From an optimization exercise on the open Yosys and OpenROAD flow, aimed at small area; shortcuts taken in it are not production practice.
In this exercise RTL edits were held to simulation tests only and were not proved equivalent to the original.
Power figures rest on the tool's default switching activity, not on a simulated workload.

File: design/flow/run.sh
#!/bin/bash
# synth_recipe.tcl (not shown) runs the flow's synth.tcl, then flattens the netlist and writes it again
# the make line also repeats each setting of config.mk as NAME=value (left out here)
make -C /OpenROAD-flow-scripts/flow DESIGN_CONFIG=/design/flow/config.mk WORK_HOME=/design/flow/orfs CLKGATE_MAP_FILE= SYNTH_SCRIPT=/design/flow/synth_recipe.tcl finish
File: design/flow/config.mk
export PLATFORM = sky130hd
export DESIGN_NAME = rs_station_top
export DESIGN_NICKNAME = rs_station_top
export VERILOG_FILES = /design/flow/design.v
export SDC_FILE = /design/flow/constraint.sdc
export NUM_CORES = 8
export LEC_CHECK = 0
export CAP_MARGIN = 20
export CORE_MARGIN = 2
export CORE_UTILIZATION = 40
export SLEW_MARGIN = 20
File: design/flow/constraint.sdc
create_clock -name core_clock -period 7.5 [get_ports {clock}]
set_input_delay 1.5000 -clock core_clock [delete_from_list [all_inputs] [get_ports {clock}]]
set_output_delay 1.5000 -clock core_clock [all_outputs]
set_load 0.01 [all_outputs]
File: design/flow/design.v
`timescale 1ns/1ps
package rs_pkg;
    localparam int XLEN           = 32;   
    localparam int RS_SIZE        = 8;    
    localparam int RS_CNT_BITS    = 4;    
    localparam int ROB_TAG_BITS   = 5;    
    localparam int DISPATCH_WIDTH = 2;    
    localparam int CDB_WIDTH      = 2;    
    localparam int DISPATCH_W = 1 + XLEN + 3 + 3 + 2 * XLEN;                
    localparam int MAP_W      = 2 * ROB_TAG_BITS + 4;                       
    localparam int ROB_W      = ROB_TAG_BITS + 2 * XLEN;                    
    localparam int CDB_W      = 1 + ROB_TAG_BITS + XLEN;                    
    localparam int ENTRY_W    = 1 + XLEN + 3 + 3 + 3 * ROB_TAG_BITS + 2 + 2 * XLEN;   
    localparam int ISSUE_W    = XLEN + 3 + 1 + ROB_TAG_BITS + 2 * XLEN;     
    typedef enum logic [2:0] {
        ALU_ADD = 3'd0,
        ALU_SUB = 3'd1,
        ALU_AND = 3'd2,
        ALU_OR  = 3'd3,
        ALU_XOR = 3'd4,
        ALU_SLL = 3'd5,
        ALU_SRL = 3'd6,
        ALU_SLT = 3'd7
    } alu_op_e;
    typedef enum logic [1:0] {
        SEL_NONE  = 2'd0,   
        SEL_LANE0 = 2'd1,   
        SEL_LANE1 = 2'd2    
    } alloc_sel_e;
    typedef struct packed {
        logic                     en;          
        logic [XLEN-1:0]          pc;
        alu_op_e                  alu_op;
        logic                     rd_mem;      
        logic                     rs1_exist;   
        logic                     rs2_exist;   
        logic [XLEN-1:0]          rs1_value;   
        logic [XLEN-1:0]          rs2_value;
    } dispatch_t;
    typedef struct packed {
        logic [ROB_TAG_BITS-1:0]  tag1;
        logic [ROB_TAG_BITS-1:0]  tag2;
        logic                     tag1_valid;          
        logic                     tag2_valid;          
        logic                     tag1_ready_in_rob;   
        logic                     tag2_ready_in_rob;
    } map_t;
    typedef struct packed {
        logic [ROB_TAG_BITS-1:0]  tag;         
        logic [XLEN-1:0]          rs1_value;   
        logic [XLEN-1:0]          rs2_value;   
    } rob_t;
    typedef struct packed {
        logic                     valid;
        logic [ROB_TAG_BITS-1:0]  tag;
        logic [XLEN-1:0]          value;
    } cdb_t;
    typedef struct packed {
        logic                     busy;
        logic [XLEN-1:0]          pc;
        alu_op_e                  alu_op;
        logic                     rd_mem;
        logic                     rs1_exist;
        logic                     rs2_exist;
        logic [ROB_TAG_BITS-1:0]  tag;          
        logic [ROB_TAG_BITS-1:0]  tag1;         
        logic [ROB_TAG_BITS-1:0]  tag2;         
        logic                     tag1_valid;   
        logic                     tag2_valid;   
        logic [XLEN-1:0]          rs1_value;
        logic [XLEN-1:0]          rs2_value;
    } rs_entry_t;
    typedef struct packed {
        logic [XLEN-1:0]          pc;
        alu_op_e                  alu_op;
        logic                     rd_mem;
        logic [ROB_TAG_BITS-1:0]  tag;
        logic [XLEN-1:0]          rs1_value;
        logic [XLEN-1:0]          rs2_value;
    } issue_t;
    localparam rs_entry_t rs_entry_empty = {
        1'b0,                       
        {XLEN{1'b0}},               
        ALU_ADD,                    
        1'b0,                       
        1'b1,                       
        1'b1,                       
        {ROB_TAG_BITS{1'b0}},       
        {ROB_TAG_BITS{1'b0}},       
        {ROB_TAG_BITS{1'b0}},       
        1'b0,                       
        1'b0,                       
        {XLEN{1'b0}},               
        {XLEN{1'b0}}                
    };
endpackage
`timescale 1ns/1ps
module rs_slot (
    input  logic                                                 clock,
    input  logic                                                 reset,
    input  logic                                                 squash,
    input  logic                                                 shift,              
    input  rs_pkg::rs_entry_t                                    entry_above,
    input  logic [1:0]                                           alloc_sel,          
    input  logic [rs_pkg::DISPATCH_WIDTH*rs_pkg::ENTRY_W-1:0]    new_entry,
    input  logic [rs_pkg::CDB_WIDTH*rs_pkg::CDB_W-1:0]           cdb,
    input  logic                                                 has_ld_from_above,  
    output rs_pkg::rs_entry_t                                    entry,
    output logic                                                 ready,
    output logic                                                 has_ld_incl_self
);
    rs_pkg::rs_entry_t base_entry;    
    rs_pkg::rs_entry_t alloc_entry;   
    rs_pkg::rs_entry_t next_entry;    
    rs_pkg::rs_entry_t new0;          
    rs_pkg::rs_entry_t new1;          
    rs_pkg::cdb_t      bcast;         
    logic              rs1_wait;      
    logic              rs2_wait;      
    logic              ld_blocked;    
    assign base_entry = shift ? entry_above : entry;
    assign new0       = new_entry[0 +: rs_pkg::ENTRY_W];
    assign new1       = new_entry[rs_pkg::ENTRY_W +: rs_pkg::ENTRY_W];
    always_comb begin
        case (alloc_sel)
            rs_pkg::SEL_LANE0: alloc_entry = new0;         
            rs_pkg::SEL_LANE1: alloc_entry = new1;         
            default:           alloc_entry = base_entry;   
        endcase
    end
    always_comb begin
        next_entry = alloc_entry;
        for (int p = rs_pkg::CDB_WIDTH - 1; p >= 0; p--) begin
            bcast = cdb[p*rs_pkg::CDB_W +: rs_pkg::CDB_W];
            if (bcast.valid && alloc_entry.tag1_valid &&
                bcast.tag == alloc_entry.tag1) begin
                next_entry.rs1_value  = bcast.value;   
                next_entry.tag1_valid = 1'b0;          
            end
            if (bcast.valid && alloc_entry.tag2_valid &&
                bcast.tag == alloc_entry.tag2) begin
                next_entry.rs2_value  = bcast.value;
                next_entry.tag2_valid = 1'b0;
            end
        end
    end
    always_ff @(posedge clock) begin
        if (reset || squash) begin
            entry <= rs_pkg::rs_entry_empty;   
        end else begin
            entry <= next_entry;
        end
    end
    assign rs1_wait   = entry.rs1_exist & entry.tag1_valid;
    assign rs2_wait   = entry.rs2_exist & entry.tag2_valid;
    assign ld_blocked = entry.rd_mem & has_ld_from_above;   
    assign ready = entry.busy & ~rs1_wait & ~rs2_wait & ~ld_blocked;
    assign has_ld_incl_self = has_ld_from_above | (entry.busy & entry.rd_mem);
endmodule
`timescale 1ns/1ps
module rs_dispatch_ctrl (
    input  logic [rs_pkg::DISPATCH_WIDTH*rs_pkg::DISPATCH_W-1:0] dispatch,
    input  logic [rs_pkg::DISPATCH_WIDTH*rs_pkg::MAP_W-1:0]      map,
    input  logic [rs_pkg::DISPATCH_WIDTH*rs_pkg::ROB_W-1:0]      rob,
    input  logic [rs_pkg::RS_SIZE-1:0]                           busy,
    input  logic                                                 issue_fire,   
    output logic [rs_pkg::DISPATCH_WIDTH*rs_pkg::ENTRY_W-1:0]    new_entry,
    output logic [rs_pkg::RS_SIZE*2-1:0]                         alloc_sel,    
    output logic [rs_pkg::RS_CNT_BITS-1:0]                       free_count
);
    logic [rs_pkg::RS_CNT_BITS-1:0] busy_count;   
    logic [rs_pkg::RS_CNT_BITS-1:0] base;         
    logic                           lane0_ok;
    logic                           lane1_ok;     
    rs_pkg::dispatch_t              d0;
    rs_pkg::dispatch_t              d1;
    rs_pkg::dispatch_t              d;
    rs_pkg::map_t                   m;
    rs_pkg::rob_t                   r;
    rs_pkg::rs_entry_t              e;
    assign d0 = dispatch[0 +: rs_pkg::DISPATCH_W];
    assign d1 = dispatch[rs_pkg::DISPATCH_W +: rs_pkg::DISPATCH_W];
    always_comb begin
        busy_count = '0;
        for (int i = 0; i < rs_pkg::RS_SIZE; i++) begin
            busy_count = busy_count + {{(rs_pkg::RS_CNT_BITS - 1){1'b0}}, busy[i]};
        end
    end
    assign free_count = rs_pkg::RS_CNT_BITS'(rs_pkg::RS_SIZE) - busy_count;
    assign base       = busy_count - {{(rs_pkg::RS_CNT_BITS - 1){1'b0}}, issue_fire};
    assign lane0_ok   = d0.en;
    assign lane1_ok   = d0.en & d1.en;
    always_comb begin
        for (int i = 0; i < rs_pkg::RS_SIZE; i++) begin
            if (lane0_ok && i == int'(base)) begin
                alloc_sel[i*2 +: 2] = rs_pkg::SEL_LANE0;
            end else if (lane1_ok && i == int'(base) + 1) begin
                alloc_sel[i*2 +: 2] = rs_pkg::SEL_LANE1;
            end else begin
                alloc_sel[i*2 +: 2] = rs_pkg::SEL_NONE;
            end
        end
    end
    always_comb begin
        for (int l = 0; l < rs_pkg::DISPATCH_WIDTH; l++) begin
            d = dispatch[l*rs_pkg::DISPATCH_W +: rs_pkg::DISPATCH_W];
            m = map[l*rs_pkg::MAP_W +: rs_pkg::MAP_W];
            r = rob[l*rs_pkg::ROB_W +: rs_pkg::ROB_W];
            e.busy       = 1'b1;
            e.pc         = d.pc;
            e.alu_op     = d.alu_op;
            e.rd_mem     = d.rd_mem;
            e.rs1_exist  = d.rs1_exist;
            e.rs2_exist  = d.rs2_exist;
            e.tag        = r.tag;           
            e.tag1       = m.tag1;
            e.tag2       = m.tag2;
            e.tag1_valid = m.tag1_valid & ~m.tag1_ready_in_rob;
            e.tag2_valid = m.tag2_valid & ~m.tag2_ready_in_rob;
            e.rs1_value  = m.tag1_ready_in_rob ? r.rs1_value : d.rs1_value;
            e.rs2_value  = m.tag2_ready_in_rob ? r.rs2_value : d.rs2_value;
            new_entry[l*rs_pkg::ENTRY_W +: rs_pkg::ENTRY_W] = e;
        end
    end
endmodule
`timescale 1ns/1ps
module rs_issue_select (
    input  logic [rs_pkg::RS_SIZE-1:0]                ready,
    input  logic [rs_pkg::RS_SIZE*rs_pkg::ENTRY_W-1:0] entries,       
    input  logic                                      fu_ready,      
    output logic                                      issue_valid,
    output rs_pkg::issue_t                            issue,
    output logic                                      issue_fire,    
    output logic [rs_pkg::RS_SIZE-1:0]                shift
);
    logic [rs_pkg::RS_CNT_BITS-1:0] sel_idx;     
    logic                           any_ready;
    rs_pkg::rs_entry_t              sel_entry;
    always_comb begin
        sel_idx   = '0;
        any_ready = 1'b0;
        for (int i = rs_pkg::RS_SIZE - 1; i >= 0; i--) begin
            if (ready[i]) begin
                sel_idx   = i[rs_pkg::RS_CNT_BITS-1:0];
                any_ready = 1'b1;
            end
        end
    end
    assign issue_fire  = any_ready & fu_ready;   
    assign issue_valid = issue_fire;
    assign sel_entry = entries[sel_idx[rs_pkg::RS_CNT_BITS-2:0]*rs_pkg::ENTRY_W +: rs_pkg::ENTRY_W];
    always_comb begin
        issue.pc        = sel_entry.pc;
        issue.alu_op    = sel_entry.alu_op;
        issue.rd_mem    = sel_entry.rd_mem;
        issue.tag       = sel_entry.tag;         
        issue.rs1_value = sel_entry.rs1_value;
        issue.rs2_value = sel_entry.rs2_value;
    end
    always_comb begin
        for (int i = 0; i < rs_pkg::RS_SIZE; i++) begin
            shift[i] = issue_fire & (i >= int'(sel_idx));
        end
    end
endmodule
`timescale 1ns/1ps
module rs_station (
    input  logic                                                 clock,
    input  logic                                                 reset,
    input  logic                                                 squash,       
    input  logic [rs_pkg::DISPATCH_WIDTH*rs_pkg::DISPATCH_W-1:0] dispatch,
    input  logic [rs_pkg::DISPATCH_WIDTH*rs_pkg::MAP_W-1:0]      map,
    input  logic [rs_pkg::DISPATCH_WIDTH*rs_pkg::ROB_W-1:0]      rob,
    input  logic [rs_pkg::CDB_WIDTH*rs_pkg::CDB_W-1:0]           cdb,
    input  logic                                                 fu_ready,
    output logic                                                 issue_valid,
    output rs_pkg::issue_t                                       issue,
    output logic [rs_pkg::RS_CNT_BITS-1:0]                       free_count
);
    logic [rs_pkg::DISPATCH_WIDTH*rs_pkg::ENTRY_W-1:0] new_entry;     
    logic [rs_pkg::RS_SIZE*2-1:0]                      alloc_sel;     
    logic [rs_pkg::RS_SIZE*rs_pkg::ENTRY_W-1:0]        entries;       
    logic [rs_pkg::RS_SIZE-1:0]                        busy;
    logic [rs_pkg::RS_SIZE-1:0]                        ready;
    logic [rs_pkg::RS_SIZE-1:0]                        shift;
    logic [rs_pkg::RS_SIZE-1:0]                        ld_chain;      
    logic                                              issue_fire;
    rs_dispatch_ctrl dispatch_ctrl0 (
        .dispatch   (dispatch),
        .map        (map),
        .rob        (rob),
        .busy       (busy),
        .issue_fire (issue_fire),
        .new_entry  (new_entry),
        .alloc_sel  (alloc_sel),
        .free_count (free_count)
    );
    for (genvar i = 0; i < rs_pkg::RS_SIZE; i++) begin : g_slot
        rs_pkg::rs_entry_t entry_above;   
        rs_pkg::rs_entry_t entry;
        if (i == rs_pkg::RS_SIZE - 1) begin : g_top
            assign entry_above = rs_pkg::rs_entry_empty;   
        end else begin : g_mid
            assign entry_above = entries[(i+1)*rs_pkg::ENTRY_W +: rs_pkg::ENTRY_W];
        end
        assign entries[i*rs_pkg::ENTRY_W +: rs_pkg::ENTRY_W] = entry;
        assign busy[i] = entry.busy;
        rs_slot slot0 (
            .clock             (clock),
            .reset             (reset),
            .squash            (squash),
            .shift             (shift[i]),
            .entry_above       (entry_above),
            .alloc_sel         (alloc_sel[i*2 +: 2]),
            .new_entry         (new_entry),
            .cdb               (cdb),
            .has_ld_from_above ((i == 0) ? 1'b0 : ld_chain[(i == 0) ? 0 : i-1]),
            .entry             (entry),
            .ready             (ready[i]),
            .has_ld_incl_self  (ld_chain[i])
        );
    end
    rs_issue_select issue_select0 (
        .ready       (ready),
        .entries     (entries),
        .fu_ready    (fu_ready),
        .issue_valid (issue_valid),
        .issue       (issue),
        .issue_fire  (issue_fire),
        .shift       (shift)
    );
endmodule
`timescale 1ns/1ps
module rs_station_top (
    input  logic         clock,
    input  logic         reset,
    input  logic         squash,
    input  logic [205:0] dispatch,     
    input  logic [27:0]  map,          
    input  logic [137:0] rob,          
    input  logic [75:0]  cdb,          
    input  logic         fu_ready,
    output logic         issue_valid,
    output logic [104:0] issue,        
    output logic [3:0]   free_count
);
    rs_pkg::issue_t issue_s;
    assign issue = issue_s;
    rs_station station0 (
        .clock       (clock),
        .reset       (reset),
        .squash      (squash),
        .dispatch    (dispatch),
        .map         (map),
        .rob         (rob),
        .cdb         (cdb),
        .fu_ready    (fu_ready),
        .issue_valid (issue_valid),
        .issue       (issue_s),
        .free_count  (free_count)
    );
endmodule
==> results.toml <==
[floorplanning]
initial_core_util_pct = 40.3
die_w_microns = 414
row_count = 150
dieArea_sq_um = 172000
core-area_sq_um = 167000
ios = 562
die_h_microns = 414

[routing]
viasPerCell = 7.41
wl_per_cell_microns = 35.0
vias = 86200
drc = 0
wirelength_mm = 407
ant_nets = 0
drt-initial-drc-count = 16200
drt-pass1-iter-count = 13

[logic_synthesis]
synth_fp_nets = 9886
syn-cell-area_sq_um = 67300
ys_seq_area_share_pct = 28.6
synthCells = 9424
synth_edf_count = 0
synth-seq-cells = 960
synthArstFlopShare_pct = 0
synth_cell_types = 94
synthFlopType = "dfxtp_1"
avgSynthCellArea_sq_um = 7.14
ys_warn_count = 3

[cells_and_area]
fin_area_sq_um = 79400
layout_common_cells = "nand2_1 (1407), o21ai_0 (988), dfxtp_1 (960)"
top_register = "station0.g_slot.slot0.entry"
top_regs = "station0.g_slot.slot0.entry x960"
fin_util_pct = 47.5
area_growth_pct = 18.0
largest_reg_flops = 960
fin_cells = 11600
layout_commonest_cell = "nand2_1"
drive_above_1_share_pct = 8.56
final_nets = 9782

[global_route]
overflow = 0
grt_pass1_wl_mm = 576
grt_max_degree = 180
grt_antenna_before_repair = 35
track_usage_pct = 44.7
grt_pass1_vias = 81400

[placement]
dp_hpwl_mm = 247
gp_congestion = 1.07
postPlaceCellArea_sq_um = 75200
placedCellCount = 11400
pre_cts_slack_ps = 363
io_buffers = 561

[worst_setup_path]
critical_path_required_ps = 8150
critical_path.cell_chain = "fa_1, inv_1, fa_1, fa_1, inv_1, ha_1, fa_1, xor2_2, o311ai_2, buf_4, nand4_1, buf_4, o22ai_1, or3_1, o22ai_1, nor2_1, xnor2_1, or4_2, buf_4, o21ai_0, a211oi_1"
startpoint_type = "register"
cp-end-kind = "register"
critPathTopFamily = "adder cells"
rr_worst_depth = 21
cp_max_fo = 55
crit-reg2reg-launch = "station0.g_slot[7].slot0.entry[119]$_SDFFE_PP0P_"
rrSetupSlack_ps = 210
timing.critical_path.buf_inv = 5
r2r-end = "station0.g_slot[4].slot0.entry[37]$_SDFFE_PP0P_"
path_class = "reg2reg"
crit_slowest_cell = "buf_4"
arrival_ps = 7940
max_stage_delay_ps = 830
cp_common_cell = "fa_1"

[cts]
clkSinkCount = 960
clk_latency_ps = 820
hold_buffers = 0
postCtsSetupBuffers = 0
cts_root_buf = "clkbuf_16"
htreeDepth = 3
tritoncts = "yes"
cts_buffer_depth = 3
cts-resized-gates = 0
clk_pin_slew_ps = 60
cts_buffers = 116

[min_path]
min_path_cells = 2
min_path_type = "reg2reg"
min_from = "station0.g_slot[0].slot0.entry[21]$_SDFFE_PP0P_"
holdPathEnd = "station0.g_slot[0].slot0.entry[21]$_SDFFE_PP0P_"

[sta]
finalHoldViolCount = 0
finClkSkew_ps = 32.3
setup_viol = 0
fin_ws_ps = 213
setup_tns_ps = 0
slew_headroom_pct = 13.3
rsz0062_at_grt = "no"
tightest_slew_ps = 1300
finalCritPeriodShare_pct = 97.2
fin_crit_ps = 7290
hold_ws_ps = 467
slew_violations = 0
max_freq_ghz = 0.137

[pwr]
powerDensity_nw_per_um2 = 632
seq_power_share_pct = 15.7
p_comb_share_pct = 71.6
pwr-share-clk_pct = 12.6
max-vdd-ir-drop_mv = 0.692
p_total_mw = 50.2
p_int_mw = 21.3
leakagePower_nw = 27.3
p_sw_mw = 28.9
switching_share_pct = 57.6

[outcome]
status = "timing/DRC/antenna clean"

[run]
max_cap_violations = 0
[logic make-up (layout without fill, tap and decap cells)]
logic type / Yosys count / in the layout / share of synthesized area [%]
AO/OA/AOI/OAI: 3884 / 3884 / 39.3
AND/OR/NAND/NOR: 2816 / 2816 / 18.2
buffers and inverters: 1341 / 1333 / 7.63
flip-flops: 960 / 960 / 28.6
multiplexers: 320 / 320 / 4.88
XOR/XNOR: 93 / 93 / 1.26
adder cells (fa/ha/maj): 10 / 10 / 0.231
other: 0 / 18 / 0
[Yosys cell counts, types with 13 or more instances]
cell | n | area share [%]
nor2_1 | 500 | 2.8
or3_1 | 36 | 0.33
xnor2_1 | 80 | 1.0
a311o_1 | 33 | 0.49
nand2_1 | 1418 | 7.9
o31ai_1 | 41 | 0.46
clkbuf_1 | 1029 | 5.7
nor4_1 | 64 | 0.60
nand4_1 | 56 | 0.52
a22oi_1 | 356 | 4.0
nand3_1 | 441 | 3.3
a21oi_1 | 652 | 4.8
mux2_2 | 66 | 1.1
a31oi_1 | 70 | 0.65
and4_1 | 14 | 0.18
a311oi_1 | 49 | 0.64
a222oi_1 | 224 | 3.3
o2111a_1 | 31 | 0.52
mux2i_1 | 254 | 3.8
inv_1 | 161 | 0.90
o2bb2ai_1 | 25 | 0.33
o22a_1 | 16 | 0.21
o311ai_0 | 36 | 0.47
buf_1 | 90 | 0.50
a221oi_1 | 211 | 2.7
o211ai_1 | 299 | 3.3
o21ai_0 | 990 | 7.4
nand2b_1 | 33 | 0.31
o21ai_1 | 18 | 0.13
dfxtp_1 | 960 | 29
a211oi_1 | 226 | 2.5
and3_1 | 31 | 0.29
nor3_1 | 127 | 0.94
and2_1 | 42 | 0.39
buf_2 | 50 | 0.37
o221ai_1 | 191 | 2.5
o41ai_1 | 13 | 0.17
o2111ai_1 | 31 | 0.40
o22ai_1 | 231 | 2.1
[routing by layer]
layer	part of all wire [%]	wire (microns)	up-vias	GRT usage [%]
li1	-	-	35600	-
met1	35	142000	40400	52.7
met2	41	168000	7951	66.4
met3	14	57400	2204	14.7
met4	9.5	38800	40	35.9
met5	0.074	303	-	0
[area by class of cell]
class / count / area [sq um]
Fill cell: 16600 / 87600
Antenna cell: 18 / 45.0
Multi-Input combinational cell: 7123 / 43600
Inverter: 165 / 619
Clock inverter: 53 / 773
Timing Repair Buffer: 954 / 9010
Clock buffer: 161 / 3380
Sequential cell: 960 / 19200
Tap cell: 2204 / 2760
[worst max path at each step]
stage	cells after the start	startpoint	slack (ps)	end
finish	21	station0.g_slot[7].slot0.entry[119]$_SDFFE_PP0P_	210	station0.g_slot[4].slot0.entry[37]$_SDFFE_PP0P_
global placement	22	station0.g_slot[7].slot0.entry[119]$_SDFFE_PP0P_	350	station0.g_slot[3].slot0.entry[18]$_SDFFE_PP0P_
floorplan	25	station0.g_slot[7].slot0.entry[119]$_SDFFE_PP0P_	920	station0.g_slot[3].slot0.entry[37]$_SDFFE_PP0P_
detailed placement	22	station0.g_slot[7].slot0.entry[119]$_SDFFE_PP0P_	360	station0.g_slot[3].slot0.entry[21]$_SDFFE_PP0P_
CTS	12	station0.g_slot[0].slot0.entry[83]$_SDFFE_PP0P_	320	issue[10]
global route	22	station0.g_slot[7].slot0.entry[119]$_SDFFE_PP0P_	8	station0.g_slot[4].slot0.entry[36]$_SDFFE_PP0P_
[worst register-to-register path, cell delays in order (launching register included)]
cell,delay [ps]
dfxtp_1,360
fa_1,550
inv_1,50
fa_1,450
fa_1,490
inv_1,50
ha_1,200
fa_1,530
xor2_2,410
o311ai_2,160
buf_4,260
nand4_1,400
buf_4,830
o22ai_1,250
or3_1,360
o22ai_1,240
nor2_1,110
xnor2_1,170
or4_2,550
buf_4,330
o21ai_0,330
a211oi_1,80
[power by group through the flow]
stage	Clock, mW	Sequential, mW	Combinational (mW)
3_3_place_gp	0	7.85	33.4
5_1_grt	6.50	7.99	37.1
4_1_cts	6.32	7.78	34.0
2_1_floorplan	0	7.44	19.8
3_5_place_dp	0	7.87	33.9
6_report	6.34	7.89	35.9

==> afterwards: timing with drivers on the ports <==
In the flow no input, the clock included, has a driving cell. The finished layout below was timed again as built, in two steps. Step 1 assumes that a clkbuf_16 drives the clock port and a buf_2 every other input. Step 2 moves the port delays by t, midway between the first and last clock arrival at a register: inputs arrive t later, outputs are due t later. That takes back most of the time a late clock gives input paths. Slacks: ideal ports / drivers / drivers and shift; pairs: ideal ports / drivers.
t, ns: 0.894
setup slack, ns: 0.213 / 0.213 / 0.213
worst setup path after step 2: register to register
cell pins on the clock port's net: 1
After both steps setup and hold are still met in this run. For this run, drivers alone change the setup slack by 0.000 ns; drivers and shift together by 0.000 ns.
